Context: an optimization exercise on an open-source flow, tuned for small area. The choices shown serve that exercise and are no tape-out recipe.
Only simulation tests tie the RTL to the original design; equivalence was not proved.
Power and IR drop assume default switching activity.

===== design/flow/standard.sh =====
#!/bin/bash
# synth_recipe.tcl (not shown) runs the flow's synth.tcl, then flattens the netlist and writes it again
# the make line also repeats each setting of config.mk as NAME=value (left out here)
make -C /OpenROAD-flow-scripts/flow DESIGN_CONFIG=/design/flow/config.mk WORK_HOME=/design/flow/orfs CLKGATE_MAP_FILE= SYNTH_SCRIPT=/design/flow/synth_recipe.tcl "${@:-finish}"

===== design/flow/flow/synth.tcl =====
# synth_recipe.tcl with an area-oriented ABC script for the logic mapping;
# flip-flop mapping, flattening and renaming as in the standard synthesis.
proc synth {args} { yosys synth -nofsm -noshare {*}$args }
proc abc {args} {
  set i [lsearch -exact $args -script]
  if {$i >= 0} {
    set args [lreplace $args $i [expr {$i + 1}] -script $::env(MY_ABC_SCRIPT)]
  }
  yosys abc {*}$args
}
source $::env(SCRIPTS_DIR)/synth.tcl
# left out here: clear keep_hierarchy, flatten, clean up, hide names made inside functions, write 1_2_yosys.v

===== design/flow/config.mk =====
export PLATFORM = sky130hd
export DESIGN_NAME = motion_ctrl_top
export DESIGN_NICKNAME = motion_ctrl_top
export VERILOG_FILES = /design/flow/design.v
export SDC_FILE = /design/flow/constraint.sdc
export NUM_CORES = 4
export LEC_CHECK = 0
export CAP_MARGIN = 20
export CORE_MARGIN = 2
export CORE_UTILIZATION = 40
export SLEW_MARGIN = 20

===== design/flow/constraint.sdc =====
create_clock -name core_clock -period 5.0 [get_ports {sys_clk}]
set_input_delay 1.0000 -clock core_clock [delete_from_list [all_inputs] [get_ports {sys_clk}]]
set_output_delay 1.0000 -clock core_clock [all_outputs]
set_load 0.01 [all_outputs]

===== design/flow/flow/abc_area.script =====
strash
&get -n
&st
&syn2
&dch -f
&nf -R 1000 -F 8 -A 8 -C 32 -p
&put

===== design/flow/flow/run.sh =====
#!/bin/bash
# The standard layout (standard.sh) with an area-oriented ABC script in
# synthesis, the smallest buffer on the ports and a clock tree of a few
# large clusters without dummy loads.
set -euo pipefail
here=$(pwd)
export MY_ABC_SCRIPT="$here/flow/abc_area.script"
export BUFFER_PORTS_ARGS="-buffer_cell sky130_fd_sc_hd__buf_1"
export CTS_ARGS="-sink_clustering_enable -repair_clock_nets -dont_use_dummy_load -sink_clustering_size 16 -sink_clustering_max_diameter 60 -buf_list sky130_fd_sc_hd__clkbuf_8"
bash standard.sh SYNTH_SCRIPT="$here/flow/synth.tcl" finish > standard_flow.log 2>&1

===== design/flow/design.v =====
`timescale 1ns/10ps
`default_nettype none
module gpio_out_group (
    input  logic                       sys_clk,
    input  logic                       rst_n,
    input  logic                       wr_direct,
    input  logic                       wr_set,
    input  logic                       wr_clr,
    input  logic [32-1:0]  wdata,
    output logic [32-1:0]  gpio_out
);
    logic [32-1:0] state;
    logic ld, keep;
    assign ld   = rst_n & (wr_direct | wr_set);
    assign keep = rst_n & ~wr_direct;
    always_ff @(posedge sys_clk) begin
        state <= (wdata & {32{ld}})
               | (state & {32{keep}} & ~(wdata & {32{wr_clr}}));
    end
    assign gpio_out = state;
endmodule
`default_nettype wire
`timescale 1ns/10ps
`default_nettype none
module gpio_in_group (
    input  logic                       sys_clk,
    input  logic                       rst_n,
    input  logic                       wr_mode,
    input  logic [32-1:0]  wdata,
    input  logic [32-1:0]  gpio_in,
    output logic [32-1:0]  mode,
    output logic [32-1:0]  sampled
);
    logic [32-1:0] sync_q1;
    logic [32-1:0] sync_q2;
    logic rst_d1, rst_d2;
    logic clr;
    always_ff @(posedge sys_clk) begin
        sync_q1 <= gpio_in;
        sync_q2 <= sync_q1;
    end
    always_ff @(posedge sys_clk) begin
        rst_d1 <= ~rst_n;
        rst_d2 <= rst_d1;
    end
    assign clr = ~rst_n | rst_d1 | rst_d2;
    logic [32-1:0] mode_n;
    logic ld, keep;
    assign ld   = wr_mode & rst_n;
    assign keep = ~wr_mode & rst_n;
    always_ff @(posedge sys_clk) begin
        mode_n <= (~wdata & {32{ld}}) | (mode_n & {32{keep}});
    end
    assign mode = ~mode_n;
    always_ff @(posedge sys_clk) begin
        sampled <= ((sampled & ~mode) | (sync_q2 & mode)) & {32{~clr}};
    end
endmodule
`default_nettype wire
`timescale 1ns/10ps
`default_nettype none
module step_pulse_gen (
    input  logic                        sys_clk,
    input  logic                        rst_n,
    input  logic                        wr_ctrl,
    input  logic                        wr_hp,
    input  logic                        wr_sc,
    input  logic                        wr_status,
    input  logic [16-1:0]   wdata,
    input  logic                        motor_estop,
    output logic [16-1:0] half_period,
    output logic [16-1:0]   step_count,
    output logic [2:0]                  status,
    output logic                        motor_enable,
    output logic                        motor_dir,
    output logic                        motor_pulse,
    output logic                        motor_irq
);
    logic                        ctrl_en;
    logic                        ctrl_dir;
    logic                        busy;
    logic                        done;
    logic                        estop_latched;
    logic [16-1:0] phase_cnt;
    logic [16-1:0]   steps_left;
    logic phase_end, last_step, low_end, start, abort, finish;
    logic ld_ctrl, ld_hp, ld_sc, keep_ctrl, keep_hp, keep_sc;
    assign ld_ctrl   = wr_ctrl & rst_n;
    assign ld_hp     = wr_hp & rst_n;
    assign ld_sc     = wr_sc & rst_n;
    assign keep_ctrl = ~wr_ctrl & rst_n;
    assign keep_hp   = ~wr_hp & rst_n;
    assign keep_sc   = ~wr_sc & rst_n;
    always_ff @(posedge sys_clk) begin
        ctrl_en     <= (wdata[0] & ld_ctrl) | (ctrl_en & keep_ctrl);
        ctrl_dir    <= (wdata[1] & ld_ctrl) | (ctrl_dir & keep_ctrl);
        half_period <= (wdata & {16{ld_hp}})
                     | (half_period & {16{keep_hp}});
        step_count  <= (wdata & {16{ld_sc}})
                     | (step_count & {16{keep_sc}});
    end
    assign phase_end = ~|phase_cnt[16-1:1];
    assign last_step = (steps_left == 16'(1));
    assign low_end   = busy & ~motor_pulse & phase_end;
    assign start     = wr_sc & ctrl_en & ~busy & (|wdata);
    assign abort     = busy & (motor_estop | (wr_ctrl & ~wdata[0]));
    assign finish    = low_end & last_step;
    always_ff @(posedge sys_clk) begin
        if (!busy || phase_end) begin
            phase_cnt <= half_period;
        end else begin
            phase_cnt <= phase_cnt - 16'(1);
        end
    end
    always_ff @(posedge sys_clk) begin
        steps_left <= busy ? steps_left - 16'(low_end) : wdata;
    end
    always_ff @(posedge sys_clk) begin
        if (!rst_n) begin
            busy        <= 1'b0;
            motor_pulse <= 1'b0;
        end else if (abort) begin
            busy        <= 1'b0;
            motor_pulse <= 1'b0;
        end else if (!busy) begin
            busy        <= start;
            motor_pulse <= start;
        end else if (phase_end) begin
            busy        <= ~(~motor_pulse & last_step);
            motor_pulse <= ~motor_pulse & ~last_step;
        end
    end
    always_ff @(posedge sys_clk) begin
        if (!rst_n) begin
            done <= 1'b0;
        end else if (!abort && finish) begin
            done <= 1'b1;
        end else if (wr_status || start) begin
            done <= 1'b0;
        end
    end
    always_ff @(posedge sys_clk) begin
        if (!rst_n) begin
            estop_latched <= 1'b0;
        end else if (busy && motor_estop) begin
            estop_latched <= 1'b1;
        end else if (wr_status) begin
            estop_latched <= 1'b0;
        end
    end
    assign status       = {estop_latched, done, busy};
    assign motor_enable = ctrl_en;
    assign motor_dir    = ctrl_dir;
    assign motor_irq    = done;
endmodule
`default_nettype wire
`timescale 1ns/10ps
`default_nettype none
module motion_ctrl_top (
    input  logic                           sys_clk,
    input  logic                           rst_n,
    input  logic                           bus_wr,
    input  logic                           bus_rd,
    input  logic [16-1:0]      bus_addr,
    input  logic [32-1:0]      bus_wdata,
    output logic [32-1:0]      bus_rdata,
    output logic                           rd_valid,
    input  logic [32-1:0]      gpio_in,
    output logic [32-1:0]      gpio_out,
    input  logic [2-1:0] motor_estop,
    output logic [2-1:0] motor_enable,
    output logic [2-1:0] motor_dir,
    output logic [2-1:0] motor_pulse,
    output logic [2-1:0] motor_irq
);
    localparam int NM = 2;
    logic [7:0] blk;
    logic [3:0] idx;
    logic       hit_go, hit_gi;
    logic [NM-1:0] hit_m;
    logic       idx0, idx1, idx2, idx3;
    assign blk    = bus_addr[15:8];
    assign idx    = bus_addr[3:0];
    assign hit_go = (blk == 8'h00);
    assign hit_gi = (blk == 8'h01);
    for (genvar m = 0; m < NM; m++) begin : g_hit
        assign hit_m[m] = (blk == 8'(8'h10 + m));
    end
    assign idx0 = (idx == 4'd0);
    assign idx1 = (idx == 4'd1);
    assign idx2 = (idx == 4'd2);
    assign idx3 = (idx == 4'd3);
    gpio_out_group u_gpio_out (
        .sys_clk   (sys_clk),
        .rst_n     (rst_n),
        .wr_direct (bus_wr & hit_go & idx0),
        .wr_set    (bus_wr & hit_go & idx1),
        .wr_clr    (bus_wr & hit_go & idx2),
        .wdata     (bus_wdata[32-1:0]),
        .gpio_out  (gpio_out)
    );
    logic [32-1:0] gi_mode, gi_sampled;
    gpio_in_group u_gpio_in (
        .sys_clk (sys_clk),
        .rst_n   (rst_n),
        .wr_mode (bus_wr & hit_gi & idx0),
        .wdata   (bus_wdata[32-1:0]),
        .gpio_in (gpio_in),
        .mode    (gi_mode),
        .sampled (gi_sampled)
    );
    logic [NM-1:0][16-1:0] m_hp;
    logic [NM-1:0][16-1:0]   m_sc;
    logic [NM-1:0][2:0]                  m_status;
    for (genvar m = 0; m < NM; m++) begin : g_motor
        step_pulse_gen u_motor (
            .sys_clk      (sys_clk),
            .rst_n        (rst_n),
            .wr_ctrl      (bus_wr & hit_m[m] & idx0),
            .wr_hp        (bus_wr & hit_m[m] & idx1),
            .wr_sc        (bus_wr & hit_m[m] & idx2),
            .wr_status    (bus_wr & hit_m[m] & idx3),
            .wdata        (bus_wdata[16-1:0]),
            .motor_estop  (motor_estop[m]),
            .half_period  (m_hp[m]),
            .step_count   (m_sc[m]),
            .status       (m_status[m]),
            .motor_enable (motor_enable[m]),
            .motor_dir    (motor_dir[m]),
            .motor_pulse  (motor_pulse[m]),
            .motor_irq    (motor_irq[m])
        );
    end
    logic [32-1:0] rd_next;
    logic rd_go, rd_mode, rd_smp;
    logic [NM-1:0] rd_ctrl, rd_hp, rd_sc, rd_st;
    assign rd_go   = bus_rd & hit_go & (idx0 | idx1 | idx2);
    assign rd_mode = bus_rd & hit_gi & idx0;
    assign rd_smp  = bus_rd & hit_gi & idx1;
    for (genvar m = 0; m < NM; m++) begin : g_rsel
        assign rd_ctrl[m] = bus_rd & hit_m[m] & idx0;
        assign rd_hp[m]   = bus_rd & hit_m[m] & idx1;
        assign rd_sc[m]   = bus_rd & hit_m[m] & idx2;
        assign rd_st[m]   = bus_rd & hit_m[m] & idx3;
    end
    always_comb begin
        rd_next = (bus_rdata & {32{~bus_rd}})       
                | 32'(gpio_out & {32{rd_go}})
                | 32'(gi_mode & {32{rd_mode}})
                | 32'(gi_sampled & {32{rd_smp}});
        for (int m = 0; m < NM; m++) begin
            rd_next = rd_next
                    | 32'({motor_dir[m], motor_enable[m]} & {2{rd_ctrl[m]}})
                    | 32'(m_hp[m] & {16{rd_hp[m]}})
                    | 32'(m_sc[m] & {16{rd_sc[m]}})
                    | 32'(m_status[m] & {3{rd_st[m]}});
        end
    end
    always_ff @(posedge sys_clk) begin
        bus_rdata <= rd_next;
    end
    always_ff @(posedge sys_clk) begin
        if (!rst_n) begin
            rd_valid <= 1'b0;
        end else begin
            rd_valid <= bus_rd;
        end
    end
endmodule
`default_nettype wire

==> flow_metrics.env, run 1 <==
export IMPL_dp_slack_ps=1730
export IMPL_grt_util_all_layers=0.202
export IMPL_hold_depth=0
export IMPL_synth_top_cell_area_share=0.573
export IMPL_fp_dieH_um=175
export IMPL_path_max_fanout=6
export IMPL_final_hold_viol_count=0
export IMPL_diodes=0
export IMPL_grt_pass1_wl_mm=50.1
export IMPL_fmax_ghz=0.322
export IMPL_clock_path_buffers=3
export IMPL_cts_resized=0
export IMPL_hp_class="reg -> reg"
export IMPL_routabilityCongestion=0.811
export IMPL_finalMaxSlewViolations=0
export IMPL_first_iter_violations=629
export IMPL_yosysWarnings=4
export IMPL_synth_top_area_cell="dfxtp_1"
export IMPL_min_period_ps=3110
export IMPL_cts_tree="done"
export IMPL_drc=0
export IMPL_cp_start_kind="register"
export IMPL_start_util=0.407
export IMPL_worstSetupEndpointType="register"
export IMPL_ys_ff_latch=335
export IMPL_antenna_found_initial=0
export IMPL_worst_pin_slew_ps=1080
export IMPL_timing_final_crit_share=0.621
export IMPL_wire_per_inst_um=17.7
export IMPL_syn2layout_area_growth_pct=13.6
export IMPL_fin_worst_skew_ps=106
export IMPL_maxCapViolations=0
export IMPL_maxSlewHeadroom=0.277
export IMPL_ys_types=41
export IMPL_grt_pass1_vias=9373
export IMPL_ys_async_sr_fraction=0
export IMPL_layout_nets=1485
export IMPL_die_area_sq_um=30600
export IMPL_status="timing/DRC/antenna clean"
export IMPL_cts_root_buf="clkbuf_8"
export IMPL_die_w_um=175
export IMPL_rr_worst_depth=12
export IMPL_ys_top_cells_by_area="dfxtp_1 (57%), nor2_1 (6.5%), o21ai_0 (4.7%)"
export IMPL_crit_arrival_ps=3540
export IMPL_h_tree_depth=1
export IMPL_path_class="reg -> reg"
export IMPL_cp_required_ps=5440
export IMPL_rsz0062_at_grt="no"
export IMPL_p_per_area_nw_per_um2=317
export IMPL_setup_tns_final_ps=0
export IMPL_clk_pin_slew_worst_paths_ps=100
export IMPL_synth_cell_area_sq_um=11700
export IMPL_p_leak_nw=4.77
export IMPL_coreArea_sq_um=28800
export IMPL_grt_max_degree=67
export IMPL_vias_per_cell=5.50
export IMPL_postSynthNetCount=1289
export IMPL_cts_sinks=335
export IMPL_ant_nets=0
export IMPL_syn_avg_cell_area_sq_um=9.78
export IMPL_cts_hold_buf=0
export IMPL_ys_seq_area_frac=0.573
export IMPL_io_pins=159
export IMPL_ir_drop_v=0.000249
export IMPL_setup_viol=0
export IMPL_io_buffers=154
export IMPL_ys_flop_type="dfxtp_1"
export IMPL_rows=62
export IMPL_cts_setup_buffers=0
export IMPL_setup_ws_ps=1890
export IMPL_grt_ovfl_total=0
export IMPL_numCtsBuffers=28
export IMPL_synth_edf_count=0
export IMPL_holdWs_ps=295
export IMPL_drive_gt1_frac=0.0424
export IMPL_firstDrtPassIters=6
export IMPL_num_vias=9767
export IMPL_clock_latency_ps=630
export IMPL_dp_hpwl_mm=20.8
export IMPL_finalWirelength_mm=31.4
export IMPL_syn_inst=1197
==> layer usage <==
layer	track usage	part of all wire	up-vias
met1	0.268	0.45	4672
met4	0.0469	0.018	0
met3	0.0398	0.062	48
li1	-	-	4790
met2	0.339	0.47	257
met5	0	0	-
==> worst max-delay path: stages, from the launching register on <==
cell and delay [ps]:
dfxtp_1 350, nor4_1 460, nand4_1 230, nor2_1 180, ha_1 190, nand2_1 70, or2_0 230, or3_1 410
nand2b_1 210, or3_1 350, nor2_1 130, xnor2_1 130, a21oi_1 80
==> kinds of logic (layout without fill, tap and decap cells) <==
logic type	after synthesis	count (layout)	synth area share
DFF	335	335	0.573
xor gates and xnor gates	33	33	0.0247
buffers and inverters	19	213	0.00866
AOI/OAI and AO/OA	350	350	0.202
and+or+nand+nor	422	422	0.158
adders and majority gates	6	6	0.00641
muxes	32	32	0.0274
==> path summary, 6_finish.rpt <==
kind / end / startpoint / slack, ps
setup / recovery: g_motor[0].u_motor.steps_left[15] / g_motor[0].u_motor.phase_cnt[7] / 1890
hold / removal: u_gpio_in.sync_q2[27] / u_gpio_in.sync_q1[27] / 290
setup reg to reg: g_motor[0].u_motor.steps_left[15] / g_motor[0].u_motor.phase_cnt[7] / 1890
hold reg to reg: u_gpio_in.sync_q2[27] / u_gpio_in.sync_q1[27] / 290
==> power breakdown <==
part	internal, W	leakage (nW)	switching [W]
combinational	0.0000460	1.84	0.000103
clock	0.000498	0.201	0.000836
sequential	0.00272	2.74	0.0000223
==> through the flow <==
step | total power, W | instances | cell area [sq um] | util
2_1_floorplan | 0.00285 | 1197 | 11700 | -
3_3_place_gp | 0.00295 | 1747 | 12900 | 0.449
3_5_place_dp | 0.00295 | 1747 | 12900 | 0.449
4_1_cts | 0.00426 | 1775 | 13300 | 0.462
5_1_grt | 0.00439 | 1775 | 13300 | 0.462
6_report | 0.00422 | 1775 | 13300 | 0.462
==> synthesized netlist by cell type, drive strengths merged, types with 12 or more instances <==
cell,number
nor3,22
nand3,25
nand2,97
a31oi,18
a22o,33
a22oi,20
a221o,16
a21oi,76
mux2i,32
xnor2,21
nor2,202
xor2,12
o21ai,111
a32o,32
a222oi,16
nand2b,16
nor4,24
a221oi,16
dfxtp,335
==> placed cells by master (no fill, tap or decap), drive strengths merged, types with 18 or more instances in the layout <==
cell type / n
xnor2: 21
mux2i: 32
a22oi: 20
nand3: 25
buf: 173
nor3: 22
a21oi: 76
clkbuf: 29
nand2: 97
a31oi: 18
a22o: 33
nor2: 202
nor4: 24
a32o: 32
dfxtp: 335
o21ai: 111
==> cell type report <==
class	count	area (sq um)
sequential	335	6710
tap	384	480
multi-input combinational	843	4960
clock buffer	28	385
inverter	11	41.3
fill	2836	15500
timing repair buffer	174	729
==> run 2: changes to the inputs <==
==> design/flow/flow/run.sh (replaced) <==
#!/bin/bash
# The standard layout (standard.sh) with these changes:
#  - synthesis: the same script as synth_recipe.tcl, but the logic mapping
#    (ABC) is tried with several area-oriented scripts and the smallest
#    mapping is kept (flip-flop mapping, flattening and names unchanged);
#  - the smallest buffer (buf_1) on the ports;
#  - a clock tree of small clusters driven by clkbuf_8, without dummy loads.
# All output goes to standard_flow.log here; ORFS keeps each step's log
# under orfs/logs/.
set -euo pipefail
here=$(pwd)
scripts=""
for s in T2 U4 W1 W4 W6 W8; do
  scripts="$scripts${scripts:+:}$here/flow/abc_$s.script"
done
export MY_ABC_SCRIPTS="$scripts"
export BUFFER_PORTS_ARGS="-buffer_cell sky130_fd_sc_hd__buf_1"
export CTS_ARGS="-sink_clustering_enable -repair_clock_nets -dont_use_dummy_load -sink_clustering_size 22 -sink_clustering_max_diameter 60 -buf_list sky130_fd_sc_hd__clkbuf_8"
bash standard.sh SYNTH_SCRIPT="$here/flow/synth.tcl" finish > standard_flow.log 2>&1
==> design/flow/flow/abc_T2.script (new file) <==
strash
&get -n
&st
&syn2
&dch -f
&nf -R 1000 -F 8 -A 8 -C 32 -p
&put
==> design/flow/flow/abc_U4.script (new file) <==
strash
&get -n
&st
&dc2
&dch -f
&nf -R 1000 -F 8 -A 8 -C 32 -p
&put
==> design/flow/flow/abc_W1.script (new file) <==
strash
&get -n
&st
&dc2
&dc2
&dch -f
&nf -R 1000 -F 8 -A 8 -C 32 -p
&put
==> design/flow/flow/abc_W4.script (new file) <==
strash
&get -n
&st
&dc2
&dch
&nf -R 1000 -F 8 -A 8 -C 32 -p
&put
==> design/flow/flow/abc_W6.script (new file) <==
strash
&get -n
&st
&dc2
&dch -f
&nf -R 1000 -F 8 -A 8 -C 32 -p
&st
&dc2
&dch -f
&nf -R 1000 -F 8 -A 8 -C 32 -p
&put
==> design/flow/flow/abc_W8.script (new file) <==
strash
&get -n
&st
&dc2 -l
&dch -f
&nf -R 1000 -F 8 -A 8 -C 32 -p
&put
==> design/flow/flow/synth.tcl (replaced) <==
# synth_recipe.tcl, but the logic mapping (ABC) is run with each of several
# area-oriented scripts and the smallest result is kept. Flip-flop mapping,
# flattening and renaming are as in the standard synthesis.
proc synth {args} { yosys synth -nofsm -noshare {*}$args }
proc abc {args} {
  set i [lsearch -exact $args -script]
  yosys design -save my_pre_abc
  set best_area 1e30
  set best_script ""
  set best_save ""
  set n 0
  foreach s [split $::env(MY_ABC_SCRIPTS) ":"] {
    incr n
    yosys design -load my_pre_abc
    yosys abc {*}[lreplace $args $i [expr {$i + 1}] -script $s]
    set st [tee -q -s result.string stat {*}$::lib_args]
    if {![regexp {Chip area for module '[^']*': ([0-9.]+)} $st -> area]} {
      error "no area for ABC script $s"
    }
    puts "ABC script $s: area $area"
    if {$area < $best_area} {
      set best_area $area
      set best_script $s
      set best_save my_abc_$n
      yosys design -save $best_save
    }
  }
  puts "ABC script kept: $best_script (area $best_area)"
  yosys design -load $best_save
}
source $::env(SCRIPTS_DIR)/synth.tcl
# left out here: clear keep_hierarchy, flatten, clean up, hide names made inside functions, write 1_2_yosys.v
removed: design/flow/flow/abc_area.script
==> run 2 against run 1 <==
Net effect:
- still clean on timing, DRC and antenna
- register-to-register slack lost 530 ps
- combinational power up 3%
- non-clock buffer count unchanged
- sequential power hardly changed
==> flow_metrics.env, run 2 <==
export IMPL_path_class="reg -> reg"
export IMPL_ys_ff_latch=335
export IMPL_hp_class="reg -> reg"
export IMPL_yosys_top_cells_count="dfxtp_1 (335), nor2_1 (140), nand2_1 (125), o21ai_0 (86), a22o_1 (64)"
export IMPL_synth_top_area_cell="dfxtp_1"
export IMPL_worstSetupEndpointType="register"
export IMPL_grt_max_degree=41
export IMPL_grt_util_all_layers=0.214
export IMPL_holdWs_ps=318
export IMPL_ant_nets=0
export IMPL_maxCapViolations=0
export IMPL_clock_path_buffers=3
export IMPL_path_max_fanout=4
export IMPL_cpMaxStageDelayCell="or4_1"
export IMPL_cts_root_buf="clkbuf_8"
export IMPL_cts_setup_buffers=0
export IMPL_h_tree_depth=1
export IMPL_final_hold_viol_count=0
export IMPL_ys_top_cells_by_area="dfxtp_1 (58%), a22o_1 (4.9%), nor2_1 (4.6%)"
export IMPL_worst_pin_slew_ps=1110
export IMPL_cts_hold_buf=0
export IMPL_drc=0
export IMPL_status="timing/DRC/antenna clean"
export IMPL_p_leak_nw=4.68
export IMPL_cp_required_ps=5470
export IMPL_final_common_cell="dfxtp_1"
export IMPL_finalMaxSlewViolations=0
export IMPL_multi_input_area_sq_um=4740
export IMPL_grt_pass1_vias=8942
export IMPL_ir_drop_v=0.000202
export IMPL_coreArea_sq_um=28000
export IMPL_yosysWarnings=4
export IMPL_routabilityCongestion=0.852
export IMPL_io_pins=159
export IMPL_firstDrtPassIters=5
export IMPL_ys_flop_type="dfxtp_1"
export IMPL_cts_tree="done"
export IMPL_clk_pin_slew_worst_paths_ps=100
export IMPL_postSynthNetCount=1209
export IMPL_synth_edf_count=0
export IMPL_syn_avg_cell_area_sq_um=10.3
export IMPL_crit_arrival_ps=4110
export IMPL_die_area_sq_um=30000
export IMPL_numCtsBuffers=29
export IMPL_setup_tns_final_ps=0
export IMPL_yosysMostFrequentCell="dfxtp_1"
export IMPL_fp_dieH_um=173
export IMPL_n_fill_cell=2744
export IMPL_rsz0062_at_grt="no"
export IMPL_setup_viol=0
export IMPL_rrSetupSlack_ps=1360
export IMPL_rows=61
export IMPL_wire_per_inst_um=19.7
export IMPL_syn_inst=1117
export IMPL_cp_start_kind="register"
export IMPL_syn2layout_area_growth_pct=14.1
export IMPL_fmax_ghz=0.275
export IMPL_final_cell_mix="dfxtp_1 (335), buf_1 (154), nor2_1 (133), nand2_1 (125), o21ai_0 (86)"
export IMPL_grt_ovfl_total=0
export IMPL_min_period_ps=3640
export IMPL_start_util=0.409
export IMPL_layout_nets=1406
export IMPL_maxSlewHeadroom=0.251
export IMPL_synth_top_cell_area_share=0.585
export IMPL_diodes=0
export IMPL_drive_gt1_frac=0.0473
export IMPL_cts_resized=0
export IMPL_first_iter_violations=863
export IMPL_vias_per_cell=5.57
export IMPL_fin_worst_skew_ps=82.7
export IMPL_die_w_um=173
export IMPL_grt_pass1_wl_mm=51.2
export IMPL_antenna_found_initial=0
export IMPL_cpPeakStageDelay_ps=540
export IMPL_crit_chain="or4_1 -> nor3_1 -> nand4_1 -> nor3b_1 -> ha_1 -> nand3_1 -> or3_1 -> nor2_1 -> nand2_1 -> or4_1 -> nor2_1 -> xnor2_1 -> a21oi_1"
export IMPL_ys_types=40
export IMPL_io_buffers=154
export IMPL_num_vias=9420
export IMPL_path_delay_family="simple AND/OR/NAND/NOR gates"
export IMPL_timing_final_crit_share=0.728
export IMPL_clock_latency_ps=620
export IMPL_critPathBufInv=0
export IMPL_ys_seq_area_frac=0.585
export IMPL_cts_sinks=335
export IMPL_finalWirelength_mm=33.2
export IMPL_dp_hpwl_mm=21.5
export IMPL_ys_async_sr_fraction=0
export IMPL_p_per_area_nw_per_um2=324
export IMPL_synth_cell_area_sq_um=11500
export IMPL_register_area_sq_um=6710
## run 2: cell count changes in the layout (fill, tap and decap cells not counted), sizes merged, moves of 8 or more
| cell | previous run | this run |
|---|---|---|
| nor2 | 202 | 140 |
| a221o | 16 | 1 |
| a221oi | 16 | 7 |
| nor4 | 24 | 16 |
| a222oi | 16 | 37 |
| a22o | 33 | 64 |
| o21ai | 111 | 86 |
| a21oi | 76 | 36 |
| nand2 | 97 | 125 |
## run 2: power breakdown
group | total (W) | internal [W] | switching (W)
clock | 0.00135 | 0.000515 | 0.000837
combinational | 0.000152 | 0.0000440 | 0.000108
sequential | 0.00274 | 0.00272 | 0.0000230
total | 0.00424 | 0.00328 | 0.000969
## run 2: area by class of cell
type	count	share of cell area
Sequential cell	335	0.512
Multi-Input combinational cell	762	0.362
Timing Repair Buffer	174	0.0556
Tap cell	378	0.0361
Clock buffer	29	0.0305
Inverter	12	0.00344
## run 2: cells by family (layout without fill, tap and decap cells)
group,Yosys count,in the layout,synth area share
flops,335,335,0.585
fa+ha+maj,6,6,0.00655
compound gates,316,316,0.202
xor+xnor,34,34,0.0260
mux,33,33,0.0289
buf+inv,20,215,0.00917
simple gates,373,373,0.143
## run 2: worst reg2reg max path, stage by stage (launching register included)
cell	delay, ps
dfxtp_1	340
or4_1	540
nor3_1	210
nand4_1	290
nor3b_1	340
ha_1	250
nand3_1	140
or3_1	390
nor2_1	170
nand2_1	100
or4_1	440
nor2_1	140
xnor2_1	130
a21oi_1	80
## run 2: routing by layer
layer	share of wire	vias to the layer above	GRT usage
met4	0.026	0	0.0576
li1	-	4549	-
met5	0	-	0
met3	0.062	63	0.0386
met1	0.44	4527	0.287
met2	0.47	281	0.355
## run 2: through the flow
stage / power [W] / util / setup slack (ps) / area, sq um / cells
after floorplan: 0.00285 / - / 1340 / 11500 / 1117
after global placement: 0.00295 / 0.453 / 1360 / 12700 / 1661
after detailed placement: 0.00295 / 0.453 / 1330 / 12700 / 1661
after CTS: 0.00428 / 0.467 / 1350 / 13100 / 1690
after global routing: 0.00441 / 0.467 / 1070 / 13100 / 1690
final: 0.00424 / 0.467 / 1360 / 13100 / 1690
## run 2: path summary, 6_finish.rpt
| kind | startpoint | endpoint | cells after the start |
|---|---|---|---|
| max | g_motor[1].u_motor.phase_cnt[8] | g_motor[1].u_motor.steps_left[15] | 13 |
| min | u_gpio_in.sync_q1[8] | u_gpio_in.sync_q2[8] | 0 |
| max reg2reg | g_motor[1].u_motor.phase_cnt[8] | g_motor[1].u_motor.steps_left[15] | 13 |
| min reg2reg | u_gpio_in.sync_q1[8] | u_gpio_in.sync_q2[8] | 0 |
==> run 3: changes to the inputs <==
--- a/design/flow/flow/run.sh
+++ b/design/flow/flow/run.sh
@@ -15,5 +15,5 @@
 done
 export MY_ABC_SCRIPTS="$scripts"
 export BUFFER_PORTS_ARGS="-buffer_cell sky130_fd_sc_hd__buf_1"
-export CTS_ARGS="-sink_clustering_enable -repair_clock_nets -dont_use_dummy_load -sink_clustering_size 22 -sink_clustering_max_diameter 60 -buf_list sky130_fd_sc_hd__clkbuf_8"
+export CTS_ARGS="-sink_clustering_enable -repair_clock_nets -dont_use_dummy_load -sink_clustering_size 12 -sink_clustering_max_diameter 40 -buf_list sky130_fd_sc_hd__clkbuf_4 -root_buf sky130_fd_sc_hd__clkbuf_8 -tree_buf sky130_fd_sc_hd__clkbuf_8 -sink_clustering_buffer sky130_fd_sc_hd__clkbuf_4"
 bash standard.sh SYNTH_SCRIPT="$here/flow/synth.tcl" finish > standard_flow.log 2>&1
==> run 3 against run 2 <==
Net effect:
- critical path depth unchanged
- highest routed layer unchanged
- non-clock buffer count unchanged
- critical path type unchanged
- power down 1.4%
- count of clock-buffer cells in the layout up 14
- sequential share of layout area up 0.18 points
- first-iteration DRC count down 11%
- synthesized cell count unchanged
- still clean on timing, DRC and antenna
==> flow_metrics.env, run 3 <==
export IMPL_rows=61
export IMPL_antenna_found_initial=0
export IMPL_p_seq_frac=0.655
export IMPL_ant_nets=0
export IMPL_register_area_sq_um=6710
export IMPL_hold_depth=0
export IMPL_h_tree_depth=2
export IMPL_firstDrtPassIters=6
export IMPL_synth_fa_ha_area_frac=0.00655
export IMPL_yosys_top_cells_count="dfxtp_1 (335), nor2_1 (140), nand2_1 (125), o21ai_0 (86), a22o_1 (64)"
export IMPL_status="timing/DRC/antenna clean"
export IMPL_final_common_cell="dfxtp_1"
export IMPL_coreArea_sq_um=28000
export IMPL_cts_root_buf="clkbuf_8"
export IMPL_clockPowerShare=0.309
export IMPL_grt_ovfl_total=0
export IMPL_setup_ws_ps=1310
export IMPL_swShare=0.234
export IMPL_die_w_um=173
export IMPL_setup_tns_final_ps=0
export IMPL_timing_final_crit_share=0.737
export IMPL_cts_setup_buffers=0
export IMPL_synth_top_area_cell="dfxtp_1"
export IMPL_rrSetupSlack_ps=1310
export IMPL_maxSlewHeadroom=0.251
export IMPL_final_cell_mix="dfxtp_1 (335), buf_1 (154), nor2_1 (133), nand2_1 (125), o21ai_0 (86)"
export IMPL_num_vias=9501
export IMPL_grt_util_all_layers=0.216
export IMPL_drc=0
export IMPL_p_leak_nw=4.68
export IMPL_synth_cell_area_sq_um=11500
export IMPL_clock_path_buffers=3
export IMPL_synth_edf_count=0
export IMPL_dp_hpwl_mm=21.5
export IMPL_io_pins=159
export IMPL_p_sw_w=0.000980
export IMPL_wire_per_inst_um=19.6
export IMPL_syn_avg_cell_area_sq_um=10.3
export IMPL_ys_seq_area_frac=0.585
export IMPL_synth_simple_area_share=0.143
export IMPL_layout_nets=1420
export IMPL_timing_rr_end="g_motor[1].u_motor.steps_left[15]"
export IMPL_r2r_start="g_motor[1].u_motor.phase_cnt[8]"
export IMPL_die_area_sq_um=30000
export IMPL_clk_pin_slew_worst_paths_ps=100
export IMPL_numCtsBuffers=43
export IMPL_min_period_ps=3690
export IMPL_yosysWarnings=4
export IMPL_cts_resized=0
export IMPL_grt_pass1_wl_mm=51.5
export IMPL_ys_ff_latch=335
export IMPL_routabilityCongestion=0.852
export IMPL_hp_class="reg -> reg"
export IMPL_start_util=0.409
export IMPL_holdWs_ps=301
export IMPL_ys_types=40
export IMPL_syn2layout_area_growth_pct=13.7
export IMPL_path_max_fanout=4
export IMPL_yosysMostFrequentCell="dfxtp_1"
export IMPL_rsz0062_at_grt="no"
export IMPL_hold_end="u_gpio_in.sync_q2[22]"
export IMPL_finalMaxSlewViolations=0
export IMPL_crit_arrival_ps=4110
export IMPL_worst_pin_slew_ps=1110
export IMPL_finalWirelength_mm=33.3
export IMPL_hp_start="u_gpio_in.sync_q1[22]"
export IMPL_ys_flop_type="dfxtp_1"
export IMPL_cts_sinks=335
export IMPL_path_class="reg -> reg"
export IMPL_n_fill_cell=2747
export IMPL_cp_required_ps=5430
export IMPL_fmax_ghz=0.271
export IMPL_grt_use_met1=0.284
export IMPL_utilization=0.466
export IMPL_ys_top_cells_by_area="dfxtp_1 (58%), a22o_1 (4.9%), nor2_1 (4.6%)"
export IMPL_p_int_w=0.00321
export IMPL_ys_async_sr_fraction=0
export IMPL_first_iter_violations=767
export IMPL_worstSetupEndpointType="register"
export IMPL_cts_hold_buf=0
export IMPL_synthXorXnorAreaFrac=0.0260
export IMPL_maxCapViolations=0
export IMPL_final_hold_viol_count=0
export IMPL_diodes=0
export IMPL_synth_compound_area_frac=0.202
export IMPL_grtUsageMet2=0.357
export IMPL_grt_pass1_vias=9111
export IMPL_pwr_share_comb=0.036
export IMPL_dp_slack_ps=1330
export IMPL_p_per_area_nw_per_um2=321
export IMPL_synth_top_cell_area_share=0.585
export IMPL_clock_latency_ps=560
export IMPL_multi_input_area_sq_um=4740
export IMPL_vias_per_cell=5.58
export IMPL_synth_area_mux_share=0.0289
export IMPL_setup_viol=0
export IMPL_fp_dieH_um=173
export IMPL_use_met3=0.0469
export IMPL_syn_inst=1117
export IMPL_postSynthNetCount=1209
export IMPL_drive_gt1_frac=0.0573
export IMPL_grt_max_degree=41
export IMPL_fin_worst_skew_ps=62.8
export IMPL_io_buffers=154
export IMPL_cts_tree="done"
export IMPL_grt_busiest_layer="met2"
export IMPL_ir_drop_v=0.000234
export IMPL_synth_top_family_by_area="compound AO/OA/AOI/OAI gates"
export IMPL_rr_worst_depth=13
export IMPL_cp_start_kind="register"
==> run 3: cell counts after synthesis <==
Identical to the previous run, type by type.
==> run 3: how the worst max path moves through the flow <==
stage | from | endpoint | slack, ps | cells past startpoint
finish | g_motor[1].u_motor.phase_cnt[8] | g_motor[1].u_motor.steps_left[15] | 1310 | 13
global route | g_motor[1].u_motor.phase_cnt[9] | g_motor[1].u_motor.steps_left[15] | 1020 | 13
CTS | g_motor[1].u_motor.phase_cnt[8] | g_motor[1].u_motor.steps_left[15] | 1310 | 13
detailed placement | g_motor[1].u_motor.phase_cnt[8] | g_motor[1].u_motor.steps_left[15] | 1330 | 13
global placement | g_motor[1].u_motor.phase_cnt[8] | g_motor[1].u_motor.steps_left[15] | 1360 | 13
floorplan | bus_addr[13] | u_gpio_out.state[0] | 1340 | 5
==> run 3: logic make-up (layout without fill, tap and decap cells) <==
family,after synthesis,after routing
AOI/OAI and AO/OA,316,316
xor gates and xnor gates,34,34
adders and majority gates,6,6
buffers and inverters,20,229
muxes,33,33
DFF,335,335
and+or+nand+nor,373,373
==> run 3: routing by layer <==
metal,vias up,share of wire
li1,4596,-
met1,4524,0.44
met2,320,0.47
met3,61,0.069
met4,0,0.023
met5,-,0
==> run 3: power by group through the flow <==
stage | Sequential (W) | Combinational [W] | Clock (W)
5_1_grt | 0.00275 | 0.000166 | 0.00145
4_1_cts | 0.00274 | 0.000152 | 0.00134
2_1_floorplan | 0.00279 | 0.0000572 | 0
3_5_place_dp | 0.00280 | 0.000152 | 0
3_3_place_gp | 0.00280 | 0.000149 | 0
6_report | 0.00274 | 0.000152 | 0.00129
==> run 3: worst max-delay path, stage by stage (launching register included) <==
cell     delay [ps]
dfxtp_1         350
or4_1           540
nor3_1          210
nand4_1         300
nor3b_1         340
ha_1            250
nand3_1         140
or3_1           380
nor2_1          170
nand2_1         100
or4_1           440
nor2_1          140
xnor2_1         130
a21oi_1          80
==> run 3: final cells by class <==
cell class	count	area share
Tap cell	378	0.0363
Timing Repair Buffer	174	0.0558
Inverter	12	0.00345
Sequential cell	335	0.514
Clock buffer	43	0.0271
Multi-Input combinational cell	762	0.363
==> run 3: per-stage QoR <==
stage	instances	cell area, sq um	power (W)
2_1_floorplan	1117	11500	0.00285
3_3_place_gp	1661	12700	0.00295
3_5_place_dp	1661	12700	0.00295
4_1_cts	1704	13000	0.00423
5_1_grt	1704	13000	0.00436
6_report	1704	13000	0.00419
==> run 4: changes to the inputs <==
--- a/design/flow/flow/run.sh
+++ b/design/flow/flow/run.sh
@@ -15,5 +15,5 @@
 done
 export MY_ABC_SCRIPTS="$scripts"
 export BUFFER_PORTS_ARGS="-buffer_cell sky130_fd_sc_hd__buf_1"
-export CTS_ARGS="-sink_clustering_enable -repair_clock_nets -dont_use_dummy_load -sink_clustering_size 12 -sink_clustering_max_diameter 40 -buf_list sky130_fd_sc_hd__clkbuf_4 -root_buf sky130_fd_sc_hd__clkbuf_8 -tree_buf sky130_fd_sc_hd__clkbuf_8 -sink_clustering_buffer sky130_fd_sc_hd__clkbuf_4"
+export CTS_ARGS="-sink_clustering_enable -repair_clock_nets -dont_use_dummy_load -sink_clustering_size 16 -sink_clustering_max_diameter 60 -buf_list sky130_fd_sc_hd__clkbuf_8"
 bash standard.sh SYNTH_SCRIPT="$here/flow/synth.tcl" finish > standard_flow.log 2>&1
--- a/design/flow/config.mk
+++ b/design/flow/config.mk
@@ -7,5 +7,6 @@
 export LEC_CHECK = 0
 export CAP_MARGIN = 20
 export CORE_MARGIN = 2
-export CORE_UTILIZATION = 40
+export CORE_UTILIZATION = 60
+export PLACE_DENSITY = 0.8
 export SLEW_MARGIN = 20
==> run 4 against run 3 <==
Net effect:
- critical endpoint unchanged
- critical path depth is the same
- clock power shrank 4%
- die area shrank 33%
- hold slack gained 32 ps
- wire length shrank 8.4%
==> flow_metrics.env, run 4 <==
export IMPL_setup_ws_ps=1370
export IMPL_maxSlewHeadroom=0.373
export IMPL_cp_start_kind="register"
export IMPL_numCtsBuffers=25
export IMPL_dp_hpwl_mm=19.6
export IMPL_h_tree_depth=1
export IMPL_cts_sinks=335
export IMPL_grt_max_degree=42
export IMPL_yosys_top_cells_count="dfxtp_1 (335), nor2_1 (140), nand2_1 (125), o21ai_0 (86), a22o_1 (64)"
export IMPL_syn_inst=1117
export IMPL_setup_tns_final_ps=0
export IMPL_syn2layout_area_growth_pct=12.4
export IMPL_dp_slack_ps=1370
export IMPL_ys_top_cells_by_area="dfxtp_1 (58%), a22o_1 (4.9%), nor2_1 (4.6%)"
export IMPL_start_util=0.613
export IMPL_clock_latency_ps=560
export IMPL_layout_nets=1403
export IMPL_die_w_um=142
export IMPL_status="timing/DRC/antenna clean"
export IMPL_coreArea_sq_um=18700
export IMPL_syn_avg_cell_area_sq_um=10.3
export IMPL_grt_ovfl_total=0
export IMPL_firstDrtPassIters=6
export IMPL_fmax_ghz=0.275
export IMPL_synth_cell_area_sq_um=11500
export IMPL_setup_viol=0
export IMPL_cts_resized=0
export IMPL_io_pins=159
export IMPL_n_fill_cell=1478
export IMPL_vias_per_cell=6.28
export IMPL_antenna_found_initial=0
export IMPL_ant_nets=0
export IMPL_routabilityCongestion=0.895
export IMPL_fp_dieH_um=142
export IMPL_grt_use_met1=0.401
export IMPL_wire_per_inst_um=19.8
export IMPL_grt_util_all_layers=0.301
export IMPL_use_met3=0.0511
export IMPL_cts_tree="done"
export IMPL_fin_worst_skew_ps=54.7
export IMPL_ys_async_sr_fraction=0
export IMPL_path_class="reg -> reg"
export IMPL_worst_pin_slew_ps=940
export IMPL_num_vias=9687
export IMPL_maxCapViolations=0
export IMPL_final_hold_viol_count=0
export IMPL_final_common_cell="dfxtp_1"
export IMPL_final_cell_mix="dfxtp_1 (335), buf_1 (154), nor2_1 (134), nand2_1 (125), o21ai_0 (86)"
export IMPL_ys_ff_latch=335
export IMPL_synth_top_area_cell="dfxtp_1"
export IMPL_cp_required_ps=5440
export IMPL_grt_pass1_wl_mm=48.3
export IMPL_yosysWarnings=4
export IMPL_crit_arrival_ps=4070
export IMPL_rsz0062_at_grt="no"
export IMPL_diodes=0
export IMPL_ys_seq_area_frac=0.585
export IMPL_grt_pass1_vias=9407
export IMPL_cts_root_buf="clkbuf_8"
export IMPL_drc=0
export IMPL_finalMaxSlewViolations=0
export IMPL_drive_gt1_frac=0.0451
export IMPL_cts_setup_buffers=0
export IMPL_ys_flop_type="dfxtp_1"
export IMPL_first_iter_violations=992
export IMPL_hp_class="reg -> reg"
export IMPL_timing_final_crit_share=0.726
export IMPL_worstSetupEndpointType="register"
export IMPL_io_buffers=154
export IMPL_synth_edf_count=0
export IMPL_p_leak_nw=4.65
export IMPL_yosysMostFrequentCell="dfxtp_1"
export IMPL_grtUsageMet2=0.495
export IMPL_clk_pin_slew_worst_paths_ps=100
export IMPL_cts_hold_buf=0
export IMPL_path_max_fanout=4
export IMPL_ir_drop_v=0.000338
export IMPL_min_period_ps=3630
export IMPL_grt_busiest_layer="met2"
export IMPL_die_area_sq_um=20200
export IMPL_synth_top_cell_area_share=0.585
export IMPL_finalWirelength_mm=30.5
export IMPL_ys_types=40
export IMPL_p_per_area_nw_per_um2=321
export IMPL_clock_path_buffers=3
export IMPL_postSynthNetCount=1209
export IMPL_rows=50
[run 4: cell counts after synthesis]
Identical to the previous run, type by type.
[run 4: layout make-up]
cell class              instances  area (sq um)  share of cell area
flip-flops and latches        335          6710               0.520
multi-input cells             762          4720               0.367
repair buffers                175           776              0.0602
clock buffers                  25           344              0.0267
well taps                     234           293              0.0227
inverters                      12          45.0             0.00350
[run 4: metrics by stage]
step | total power [W] | area [sq um] | hold WS, ps | utilization | std cells
after floorplan | 0.00285 | 11500 | 310 | - | 1117
after global placement | 0.00294 | 12500 | 310 | 0.667 | 1516
after detailed placement | 0.00294 | 12500 | 313 | 0.667 | 1516
after CTS | 0.00413 | 12800 | 335 | 0.686 | 1541
after global routing | 0.00426 | 12900 | 340 | 0.689 | 1543
final | 0.00413 | 12900 | 333 | 0.689 | 1543
[run 4: worst max-delay path: stages, from the launching register on]
cell,delay (ps)
dfxtp_1,350
or4_1,540
nor3_1,190
nand4_1,260
nor3b_1,360
ha_1,250
nand3_1,140
or3_1,390
nor2_1,170
nand2_1,100
or4_1,440
nor2_1,130
xnor2_1,130
a21oi_1,80
[run 4: worst paths after layout]
path	slack, ps	cells after the start	startpoint	end
max	1370	13	g_motor[1].u_motor.phase_cnt[8]	g_motor[1].u_motor.steps_left[15]
min	330	0	u_gpio_in.sync_q1[28]	u_gpio_in.sync_q2[28]
max reg2reg	1370	13	g_motor[1].u_motor.phase_cnt[8]	g_motor[1].u_motor.steps_left[15]
min reg2reg	330	0	u_gpio_in.sync_q1[28]	u_gpio_in.sync_q2[28]
[run 4: logic make-up after synthesis]
| group | after synthesis | share of synthesized area |
|---|---|---|
| compound gates | 316 | 0.202 |
| xor+xnor | 34 | 0.0260 |
| fa+ha+maj | 6 | 0.00655 |
| buf+inv | 20 | 0.00917 |
| flops | 335 | 0.585 |
| mux | 33 | 0.0289 |
| simple gates | 373 | 0.143 |
[run 4: report_power, final]
| group | total (W) | internal (W) | leakage, nW | switching [W] |
|---|---|---|---|---|
| combinational | 0.000152 | 0.0000466 | 1.74 | 0.000106 |
| sequential | 0.00274 | 0.00272 | 2.74 | 0.0000241 |
| clock | 0.00124 | 0.000448 | 0.180 | 0.000791 |
[run 4: per-layer routing]
metal | share of wire | up-vias
met5 | 0 | -
met4 | 0.034 | 0
met3 | 0.081 | 78
met2 | 0.47 | 415
met1 | 0.42 | 4623
li1 | - | 4571
==> run 5: changes to the inputs <==
--- a/design/flow/config.mk
+++ b/design/flow/config.mk
@@ -7,6 +7,6 @@
 export LEC_CHECK = 0
 export CAP_MARGIN = 20
 export CORE_MARGIN = 2
-export CORE_UTILIZATION = 60
-export PLACE_DENSITY = 0.8
+export CORE_UTILIZATION = 40
+export PLACE_DENSITY = 0.4
 export SLEW_MARGIN = 20
==> run 5 against run 4 <==
Net effect:
- still clean
- hold slack barely moved
- count of clock-buffer cells in the layout rose by 3
- global-route usage fell by 6.6 points
- register-to-register slack improved by 30 ps
- first-iteration DRC count fell by 23%
- critical endpoint unchanged
==> flow_metrics.env, run 5 <==
export IMPL_hold_depth=0
export IMPL_synth_cell_area_sq_um=11500
export IMPL_cp_required_ps=5460
export IMPL_path_class="reg -> reg"
export IMPL_clock_latency_ps=610
export IMPL_fin_worst_skew_ps=56.5
export IMPL_synth_top_area_cell="dfxtp_1"
export IMPL_start_util=0.409
export IMPL_cts_root_buf="clkbuf_8"
export IMPL_finalWirelength_mm=35.7
export IMPL_timing_final_crit_share=0.721
export IMPL_drive_gt1_frac=0.0574
export IMPL_ir_drop_v=0.000224
export IMPL_diodes=0
export IMPL_layout_nets=1419
export IMPL_setup_viol=0
export IMPL_maxCapViolations=0
export IMPL_setup_tns_final_ps=0
export IMPL_path_max_fanout=4
export IMPL_syn_inst=1117
export IMPL_rr_worst_depth=13
export IMPL_synth_edf_count=0
export IMPL_hp_class="reg -> reg"
export IMPL_cp_start_kind="register"
export IMPL_finalMaxSlewViolations=0
export IMPL_numCtsBuffers=28
export IMPL_final_cell_mix="dfxtp_1 (335), buf_1 (154), nor2_1 (133), nand2_1 (125), o21ai_0 (86)"
export IMPL_grt_ovfl_total=0
export IMPL_rrSetupSlack_ps=1400
export IMPL_multi_input_area_sq_um=4750
export IMPL_io_buffers=154
export IMPL_maxSlewHeadroom=0.251
export IMPL_syn2layout_area_growth_pct=15.3
export IMPL_die_w_um=173
export IMPL_r2r_start="g_motor[1].u_motor.phase_cnt[8]"
export IMPL_grt_util_all_layers=0.234
export IMPL_p_leak_nw=4.75
export IMPL_yosysMostFrequentCell="dfxtp_1"
export IMPL_first_iter_violations=760
export IMPL_ys_top_cells_by_area="dfxtp_1 (58%), a22o_1 (4.9%), nor2_1 (4.6%)"
export IMPL_syn_avg_cell_area_sq_um=10.3
export IMPL_grt_max_degree=41
export IMPL_min_period_ps=3600
export IMPL_routabilityCongestion=0.828
export IMPL_ys_async_sr_fraction=0
export IMPL_worstSetupEndpointType="register"
export IMPL_yosysWarnings=4
export IMPL_ys_flop_type="dfxtp_1"
export IMPL_cts_setup_buffers=0
export IMPL_grt_pass1_wl_mm=55.3
export IMPL_hold_end="u_gpio_in.sync_q2[19]"
export IMPL_n_fill_cell=2800
export IMPL_rows=61
export IMPL_drc=0
export IMPL_hp_start="u_gpio_in.sync_q1[19]"
export IMPL_setup_ws_ps=1400
export IMPL_timing_rr_end="g_motor[1].u_motor.steps_left[15]"
export IMPL_fmax_ghz=0.277
export IMPL_final_hold_viol_count=0
export IMPL_ys_ff_latch=335
export IMPL_ant_nets=0
export IMPL_fp_dieH_um=173
export IMPL_grt_pass1_vias=9223
export IMPL_register_area_sq_um=6710
export IMPL_vias_per_cell=5.56
export IMPL_p_total_w=0.00425
export IMPL_h_tree_depth=1
export IMPL_cts_resized=0
export IMPL_io_pins=159
export IMPL_cts_sinks=335
export IMPL_ys_seq_area_frac=0.585
export IMPL_postSynthNetCount=1209
export IMPL_firstDrtPassIters=6
export IMPL_wire_per_inst_um=21.0
export IMPL_die_area_sq_um=30000
export IMPL_crit_arrival_ps=4060
export IMPL_antenna_found_initial=0
export IMPL_final_common_cell="dfxtp_1"
export IMPL_ys_types=40
export IMPL_status="timing/DRC/antenna clean"
export IMPL_dp_slack_ps=1430
export IMPL_clock_path_buffers=3
export IMPL_worst_pin_slew_ps=1120
export IMPL_num_vias=9470
export IMPL_cts_tree="done"
export IMPL_dp_hpwl_mm=23.1
export IMPL_coreArea_sq_um=28000
export IMPL_p_per_area_nw_per_um2=321
export IMPL_cts_hold_buf=0
export IMPL_clk_pin_slew_worst_paths_ps=100
export IMPL_synth_top_cell_area_share=0.585
export IMPL_rsz0062_at_grt="no"
export IMPL_yosys_top_cells_count="dfxtp_1 (335), nor2_1 (140), nand2_1 (125), o21ai_0 (86), a22o_1 (64)"
-- run 5: worst max-delay path by stage --
stage,start,to,depth (start not counted)
6_report,g_motor[1].u_motor.phase_cnt[8],g_motor[1].u_motor.steps_left[15],13
5_1_grt,g_motor[1].u_motor.phase_cnt[8],g_motor[1].u_motor.steps_left[15],13
4_1_cts,g_motor[1].u_motor.phase_cnt[8],g_motor[1].u_motor.steps_left[15],13
3_5_place_dp,g_motor[1].u_motor.phase_cnt[8],g_motor[1].u_motor.steps_left[15],13
3_3_place_gp,g_motor[1].u_motor.phase_cnt[8],g_motor[1].u_motor.steps_left[15],13
2_1_floorplan,bus_addr[13],u_gpio_out.state[0],5
-- run 5: per-layer routing --
layer	GRT usage	wire, um	vias to the layer above
met2	0.382	16000	294
met5	0	0	-
met4	0.0424	626	0
met3	0.0399	2350	42
met1	0.330	16700	4540
li1	-	-	4594
-- run 5: area by class of cell --
type | count | share of cell area
Sequential cell | 335 | 0.507
Multi-Input combinational cell | 762 | 0.359
Timing Repair Buffer | 188 | 0.0655
Tap cell | 378 | 0.0358
Clock buffer | 28 | 0.0291
Inverter | 12 | 0.00341
-- run 5: worst max-delay path, cell delays in order (launching register included) --
cell,delay [ps]
dfxtp_1,350
or4_1,530
nor3_1,220
nand4_1,230
nor3b_1,340
ha_1,250
nand3_1,130
or3_1,380
nor2_1,170
nand2_1,100
or4_1,440
nor2_1,130
xnor2_1,130
a21oi_1,80
-- run 5: power by group --
part | switching (W) | total [W] | internal, W | leakage [nW]
registers | 0.0000235 | 0.00274 | 0.00272 | 2.74
logic | 0.000112 | 0.000161 | 0.0000496 | 1.81
clock network | 0.000849 | 0.00135 | 0.000498 | 0.201
-- run 5: kinds of logic (layout without fill, tap and decap cells) --
kind of cell,Yosys count,in the layout,synth area share
and+or+nand+nor,373,373,0.143
DFF,335,335,0.585
muxes,33,33,0.0289
AOI/OAI and AO/OA,316,316,0.202
adders and majority gates,6,6,0.00655
xor gates and xnor gates,34,34,0.0260
buffers and inverters,20,228,0.00917
-- run 5: per-stage QoR --
stage | cells | instance area, sq um | utilization | hold WS (ps)
2_1_floorplan | 1117 | 11500 | - | 310
3_3_place_gp | 1674 | 12800 | 0.457 | 310
3_5_place_dp | 1674 | 12800 | 0.457 | 312
4_1_cts | 1702 | 13200 | 0.471 | 333
5_1_grt | 1703 | 13200 | 0.472 | 344
6_report | 1703 | 13200 | 0.472 | 333
==> run 6: changes to the inputs <==
--- a/design/flow/config.mk
+++ b/design/flow/config.mk
@@ -8,5 +8,4 @@
 export CAP_MARGIN = 20
 export CORE_MARGIN = 2
 export CORE_UTILIZATION = 40
-export PLACE_DENSITY = 0.4
 export SLEW_MARGIN = 20
==> run 6 against run 5 <==
Net effect:
- still clean
- cell area is 1.0% lower
- wire length decreased by 7.1%
- critical path depth unchanged
- sequential cell count unchanged
- cell count decreased by 0.76%
- count of clock-buffer cells in the layout is 1 higher
- register-to-register slack got worse by 97 ps
- largest power group unchanged
==> flow_metrics.env, run 6 <==
export IMPL_min_period_ps=3700
export IMPL_drive_gt1_frac=0.0473
export IMPL_h_tree_depth=1
export IMPL_path_max_fanout=4
export IMPL_use_met3=0.0390
export IMPL_n_fill_cell=2746
export IMPL_swShare=0.229
export IMPL_clk_pin_slew_worst_paths_ps=100
export IMPL_cts_setup_buffers=0
export IMPL_p_seq_frac=0.645
export IMPL_fp_dieH_um=173
export IMPL_syn2layout_area_growth_pct=14.1
export IMPL_yosysMostFrequentCell="dfxtp_1"
export IMPL_cp_start_kind="register"
export IMPL_hp_class="reg -> reg"
export IMPL_rr_worst_depth=13
export IMPL_synth_top_cell_area_share=0.585
export IMPL_rows=61
export IMPL_grt_pass1_vias=8949
export IMPL_r2r_start="g_motor[1].u_motor.phase_cnt[8]"
export IMPL_coreArea_sq_um=28000
export IMPL_start_util=0.409
export IMPL_ys_types=40
export IMPL_worstSetupEndpointType="register"
export IMPL_maxSlewHeadroom=0.245
export IMPL_synthXorXnorAreaFrac=0.0260
export IMPL_ys_seq_area_frac=0.585
export IMPL_grt_busiest_layer="met2"
export IMPL_p_per_area_nw_per_um2=325
export IMPL_maxCapViolations=0
export IMPL_clock_latency_ps=600
export IMPL_numCtsBuffers=29
export IMPL_grt_util_all_layers=0.214
export IMPL_grt_ovfl_total=0
export IMPL_routabilityCongestion=0.852
export IMPL_cts_sinks=335
export IMPL_path_class="reg -> reg"
export IMPL_final_common_cell="dfxtp_1"
export IMPL_synth_simple_area_share=0.143
export IMPL_dp_slack_ps=1330
export IMPL_final_hold_viol_count=0
export IMPL_fin_worst_skew_ps=47.5
export IMPL_firstDrtPassIters=8
export IMPL_cts_root_buf="clkbuf_8"
export IMPL_rsz0062_at_grt="no"
export IMPL_diodes=0
export IMPL_synth_top_family_by_area="compound AO/OA/AOI/OAI gates"
export IMPL_clock_path_buffers=3
export IMPL_multi_input_area_sq_um=4740
export IMPL_fin_cells=1690
export IMPL_antenna_found_initial=0
export IMPL_grt_pass1_wl_mm=51.3
export IMPL_p_leak_nw=4.68
export IMPL_vias_per_cell=5.57
export IMPL_die_w_um=173
export IMPL_place_inst=1661
export IMPL_drc=0
export IMPL_fmax_ghz=0.270
export IMPL_final_cell_mix="dfxtp_1 (335), buf_1 (154), nor2_1 (133), nand2_1 (125), o21ai_0 (86)"
export IMPL_timing_rr_end="g_motor[1].u_motor.steps_left[15]"
export IMPL_status="timing/DRC/antenna clean"
export IMPL_ys_top_cells_by_area="dfxtp_1 (58%), a22o_1 (4.9%), nor2_1 (4.6%)"
export IMPL_cts_resized=0
export IMPL_yosysWarnings=4
export IMPL_p_sw_w=0.000974
export IMPL_postSynthNetCount=1209
export IMPL_syn_inst=1117
export IMPL_setup_ws_ps=1300
export IMPL_ys_flop_type="dfxtp_1"
export IMPL_cts_hold_buf=0
export IMPL_layout_nets=1406
export IMPL_synth_compound_area_frac=0.202
export IMPL_finalWirelength_mm=33.2
export IMPL_grtUsageMet2=0.356
export IMPL_yosys_top_cells_count="dfxtp_1 (335), nor2_1 (140), nand2_1 (125), o21ai_0 (86), a22o_1 (64)"
export IMPL_dp_hpwl_mm=21.5
export IMPL_pwr_share_comb=0.036
export IMPL_synth_cell_area_sq_um=11500
export IMPL_cts_tree="done"
export IMPL_timing_final_crit_share=0.740
export IMPL_grt_use_met1=0.288
export IMPL_p_int_w=0.00328
export IMPL_io_buffers=154
export IMPL_clockPowerShare=0.320
export IMPL_ant_nets=0
export IMPL_timing_critical_path_from="g_motor[1].u_motor.phase_cnt[8]"
export IMPL_wire_per_inst_um=19.6
export IMPL_cp_required_ps=5430
export IMPL_ys_ff_latch=335
export IMPL_ir_drop_v=0.000176
export IMPL_setup_viol=0
export IMPL_first_iter_violations=783
export IMPL_grt_max_degree=41
export IMPL_synth_top_area_cell="dfxtp_1"
export IMPL_worst_pin_slew_ps=1120
export IMPL_io_pins=159
export IMPL_ys_async_sr_fraction=0
export IMPL_register_area_sq_um=6710
export IMPL_rrSetupSlack_ps=1300
export IMPL_num_vias=9421
export IMPL_finalMaxSlewViolations=0
export IMPL_synth_fa_ha_area_frac=0.00655
export IMPL_syn_avg_cell_area_sq_um=10.3
export IMPL_crit_path_end="g_motor[1].u_motor.steps_left[15]"
export IMPL_setup_tns_final_ps=0
export IMPL_synth_edf_count=0
export IMPL_die_area_sq_um=30000
export IMPL_crit_arrival_ps=4140
export IMPL_synth_area_mux_share=0.0289
## run 6: cell count changes in the layout (fill, tap and decap cells not counted), sizes merged
cell and change:
buf -14, clkbuf +1
## run 6: how the worst min path moves through the flow
| stage | from | to | slack [ps] | cells past startpoint |
|---|---|---|---|---|
| after floorplan | u_gpio_in.sync_q1[0] | u_gpio_in.sync_q2[0] | 310 | 0 |
| after global placement | u_gpio_in.sync_q1[2] | u_gpio_in.sync_q2[2] | 310 | 0 |
| after detailed placement | u_gpio_in.sync_q1[7] | u_gpio_in.sync_q2[7] | 310 | 0 |
| after CTS | u_gpio_in.sync_q1[8] | u_gpio_in.sync_q2[8] | 320 | 0 |
| after global routing | u_gpio_in.sync_q1[8] | u_gpio_in.sync_q2[8] | 330 | 0 |
| final | u_gpio_in.sync_q1[8] | u_gpio_in.sync_q2[8] | 320 | 0 |
## run 6: logic make-up (layout without fill, tap and decap cells)
group,Yosys count,after routing
simple gates,373,373
flops,335,335
compound gates,316,316
xor+xnor,34,34
mux,33,33
buf+inv,20,215
fa+ha+maj,6,6
## run 6: metal layers
layer / share of wire / routed length, um
met1: 0.44 / 14700
met2: 0.47 / 15500
met3: 0.067 / 2230
met4: 0.021 / 709
met5: 0 / 0
## run 6: layout make-up
type                    instances  share of cell area
clock buffers                  29              0.0305
repair buffers                174              0.0556
inverters                      12             0.00344
well taps                     378              0.0361
multi-input cells             762               0.362
flip-flops and latches        335               0.512
## run 6: power by group through the flow
| stage | Clock (W) | Combinational (W) | Sequential (W) |
|---|---|---|---|
| finish | 0.00136 | 0.000152 | 0.00274 |
| global route | 0.00151 | 0.000166 | 0.00275 |
| detailed placement | 0 | 0.000152 | 0.00280 |
| CTS | 0.00140 | 0.000152 | 0.00274 |
| global placement | 0 | 0.000149 | 0.00280 |
| floorplan | 0 | 0.0000572 | 0.00279 |
## run 6: per-stage QoR
step / util / hold slack, ps / cell area [sq um] / total power [W]
after floorplan: - / 310 / 11500 / 0.00285
after global placement: 0.453 / 310 / 12700 / 0.00295
after detailed placement: 0.453 / 312 / 12700 / 0.00295
after CTS: 0.467 / 322 / 13100 / 0.00429
after global routing: 0.467 / 329 / 13100 / 0.00442
final: 0.467 / 321 / 13100 / 0.00425
## run 6: worst max-delay path: stages, from the launching register on
cell and delay, ps:
dfxtp_1 340, or4_1 540, nor3_1 210, nand4_1 290, nor3b_1 340, ha_1 250, nand3_1 140, or3_1 390
nor2_1 170, nand2_1 100, or4_1 440, nor2_1 140, xnor2_1 130, a21oi_1 80
==> run 7: changes to the inputs <==
--- a/design/flow/config.mk
+++ b/design/flow/config.mk
@@ -7,5 +7,6 @@
 export LEC_CHECK = 0
 export CAP_MARGIN = 20
 export CORE_MARGIN = 2
-export CORE_UTILIZATION = 40
+export CORE_UTILIZATION = 80
+export PLACE_DENSITY = 0.92
 export SLEW_MARGIN = 20
==> run 7 against run 6 <==
Net effect:
- hold slack better by 14 ps
- first-iteration DRC count is 140% higher
- via count increased by 16%
- sequential share of layout area is 1.1 points higher
- die area fell by 49%
- synthesized cell count unchanged
- register-to-register slack worse by 60 ps
==> flow_metrics.env, run 7 <==
export IMPL_dp_hpwl_mm=21.2
export IMPL_synth_top_area_cell="dfxtp_1"
export IMPL_die_area_sq_um=15300
export IMPL_pwr_share_comb=0.039
export IMPL_die_w_um=124
export IMPL_grt_pass1_vias=10400
export IMPL_grt_use_met1=0.538
export IMPL_final_hold_viol_count=0
export IMPL_rows=43
export IMPL_io_pins=159
export IMPL_ys_flop_type="dfxtp_1"
export IMPL_r2r_start="g_motor[1].u_motor.phase_cnt[8]"
export IMPL_clock_path_buffers=3
export IMPL_cp_required_ps=5430
export IMPL_num_vias=10900
export IMPL_grtUsageMet2=0.730
export IMPL_cp_start_kind="register"
export IMPL_yosysWarnings=4
export IMPL_coreArea_sq_um=13900
export IMPL_grt_busiest_layer="met2"
export IMPL_setup_viol=0
export IMPL_timing_rr_end="g_motor[1].u_motor.steps_left[15]"
export IMPL_synth_top_cell_area_share=0.585
export IMPL_p_sw_w=0.000947
export IMPL_numCtsBuffers=24
export IMPL_clockPowerShare=0.299
export IMPL_yosysMostFrequentCell="dfxtp_1"
export IMPL_ys_top_cells_by_area="dfxtp_1 (58%), a22o_1 (4.9%), nor2_1 (4.6%)"
export IMPL_firstDrtPassIters=13
export IMPL_ys_async_sr_fraction=0
export IMPL_finalMaxSlewViolations=0
export IMPL_use_met3=0.0943
export IMPL_first_iter_violations=1900
export IMPL_hp_start="u_gpio_in.sync_q1[12]"
export IMPL_maxCapViolations=0
export IMPL_h_tree_depth=1
export IMPL_fp_dieH_um=124
export IMPL_rrSetupSlack_ps=1240
export IMPL_diodes=0
export IMPL_drive_gt1_frac=0.0448
export IMPL_path_max_fanout=4
export IMPL_clock_latency_ps=570
export IMPL_status="timing/DRC/antenna clean"
export IMPL_p_per_area_nw_per_um2=323
export IMPL_finalWirelength_mm=35.8
export IMPL_rsz0062_at_grt="no"
export IMPL_setup_tns_final_ps=0
export IMPL_cts_tree="done"
export IMPL_final_common_cell="dfxtp_1"
export IMPL_p_seq_frac=0.662
export IMPL_maxSlewHeadroom=0.315
export IMPL_rr_worst_depth=13
export IMPL_cts_sinks=335
export IMPL_min_period_ps=3760
export IMPL_ys_types=40
export IMPL_fmax_ghz=0.266
export IMPL_swShare=0.229
export IMPL_grt_pass1_wl_mm=52.4
export IMPL_start_util=0.823
export IMPL_hp_class="reg -> reg"
export IMPL_routabilityCongestion=0.962
export IMPL_grt_max_degree=41
export IMPL_cts_setup_buffers=0
export IMPL_layout_nets=1411
export IMPL_worst_pin_slew_ps=1020
export IMPL_ir_drop_v=0.000320
export IMPL_ys_seq_area_frac=0.585
export IMPL_grt_ovfl_total=0
export IMPL_hold_end="u_gpio_in.sync_q2[12]"
export IMPL_fin_worst_skew_ps=27.0
export IMPL_p_total_w=0.00414
## run 7: cell types whose count changed in the layout (fill, tap and decap cells not counted)
cell      previous run  this run
nor2_1             133       138
a31oi_2              0         1
buf_4               20        29
buf_16               0         1
nor3_1              22        25
clkbuf_8            29        24
a31oi_4              2         1
nor3_2               1         0
nor3_4               2         0
nor2_2               7         2
## run 7: cell families (layout without fill, tap and decap cells)
logic type               count (synthesis)  count (layout)  share of synthesized area
adder cells (fa/ha/maj)                  6               6                    0.00655
XOR/XNOR                                34              34                     0.0260
multiplexers                            33              33                     0.0289
buffers and inverters                   20             220                    0.00917
AND/OR/NAND/NOR                        373             373                      0.143
AO/OA/AOI/OAI                          316             316                      0.202
flip-flops                             335             335                      0.585
## run 7: metal layers
metal,part of all wire,routed length [um]
met1,0.34,12300
met2,0.45,16100
met3,0.13,4580
met4,0.079,2810
met5,0.00031,11
## run 7: worst max path at each step
stage                                                    to                       startpoint  slack, ps
after floorplan                         u_gpio_out.state[0]                     bus_addr[13]       1340
after global placement    g_motor[1].u_motor.steps_left[15]  g_motor[1].u_motor.phase_cnt[8]       1550
after detailed placement  g_motor[1].u_motor.steps_left[15]  g_motor[1].u_motor.phase_cnt[8]       1430
after CTS                 g_motor[1].u_motor.steps_left[15]  g_motor[1].u_motor.phase_cnt[8]       1290
after global routing      g_motor[1].u_motor.steps_left[15]  g_motor[1].u_motor.phase_cnt[8]        920
final                     g_motor[1].u_motor.steps_left[15]  g_motor[1].u_motor.phase_cnt[8]       1240
## run 7: power by group through the flow
stage | registers (W) | logic [W] | clock network (W)
after floorplan | 0.00279 | 0.0000572 | 0
after global placement | 0.00280 | 0.000137 | 0
after detailed placement | 0.00280 | 0.000145 | 0
after CTS | 0.00274 | 0.000148 | 0.00121
after global routing | 0.00275 | 0.000166 | 0.00130
final | 0.00274 | 0.000161 | 0.00124
## run 7: cell type report
| type | count | area [sq um] | area share |
|---|---|---|---|
| Sequential cell | 335 | 6710 | 0.523 |
| Multi-Input combinational cell | 762 | 4690 | 0.366 |
| Timing Repair Buffer | 184 | 823 | 0.0642 |
| Clock buffer | 24 | 330 | 0.0258 |
| Tap cell | 180 | 225 | 0.0176 |
| Inverter | 12 | 45.0 | 0.00351 |
## run 7: per-stage QoR
step           cell area [sq um]  worst slack [ps]  hold slack (ps)  instances   util
2_1_floorplan              11500              1340              310       1117      -
3_3_place_gp               12400              1550              310       1470  0.893
3_5_place_dp               12500              1430              312       1471  0.894
4_1_cts                    12800              1290              336       1495  0.917
5_1_grt                    12800               917              342       1497  0.920
6_report                   12800              1240              336       1497  0.920
## run 7: critical path: stages, from the launching register on
cell and delay, ps:
dfxtp_1 350, or4_1 540, nor3_1 240, nand4_1 280, nor3b_1 380, ha_1 260
nand3_1 140, or3_1 390, nor2_1 180, nand2_1 100, or4_1 440, nor2_1 130
xnor2_1 140, a21oi_1 80

==> static timing again, ports no longer ideal <==
In the flow no input, the clock included, has a driving cell. The finished layouts below were timed again as built, in two steps. Step 1 assumes that a clkbuf_16 drives the clock port and a buf_2 every other input. Step 2 also shifts input and output timing later by t, the mid clock arrival at the registers, as if the neighbouring blocks saw the same clock. a / b / c = ideal ports / drivers / drivers and shift; a / b = the first two.
| run | shift t [ns] | setup slack, ns |
|---|---|---|
| run 1 | 0.619 | 1.894 / 1.894 / 1.684 |
| run 2 | 0.617 | 1.361 / 1.361 / 1.358 |
| run 3 | 0.583 | 1.315 / 1.315 / 1.315 |
| run 4 | 0.579 | 1.369 / 1.369 / 1.369 |
| run 5 | 0.625 | 1.395 / 1.395 / 1.395 |
| run 6 | 0.610 | 1.298 / 1.298 / 1.298 |
| run 7 | 0.599 | 1.235 / 1.235 / 1.235 |
After both steps setup and hold are still met in every run listed.
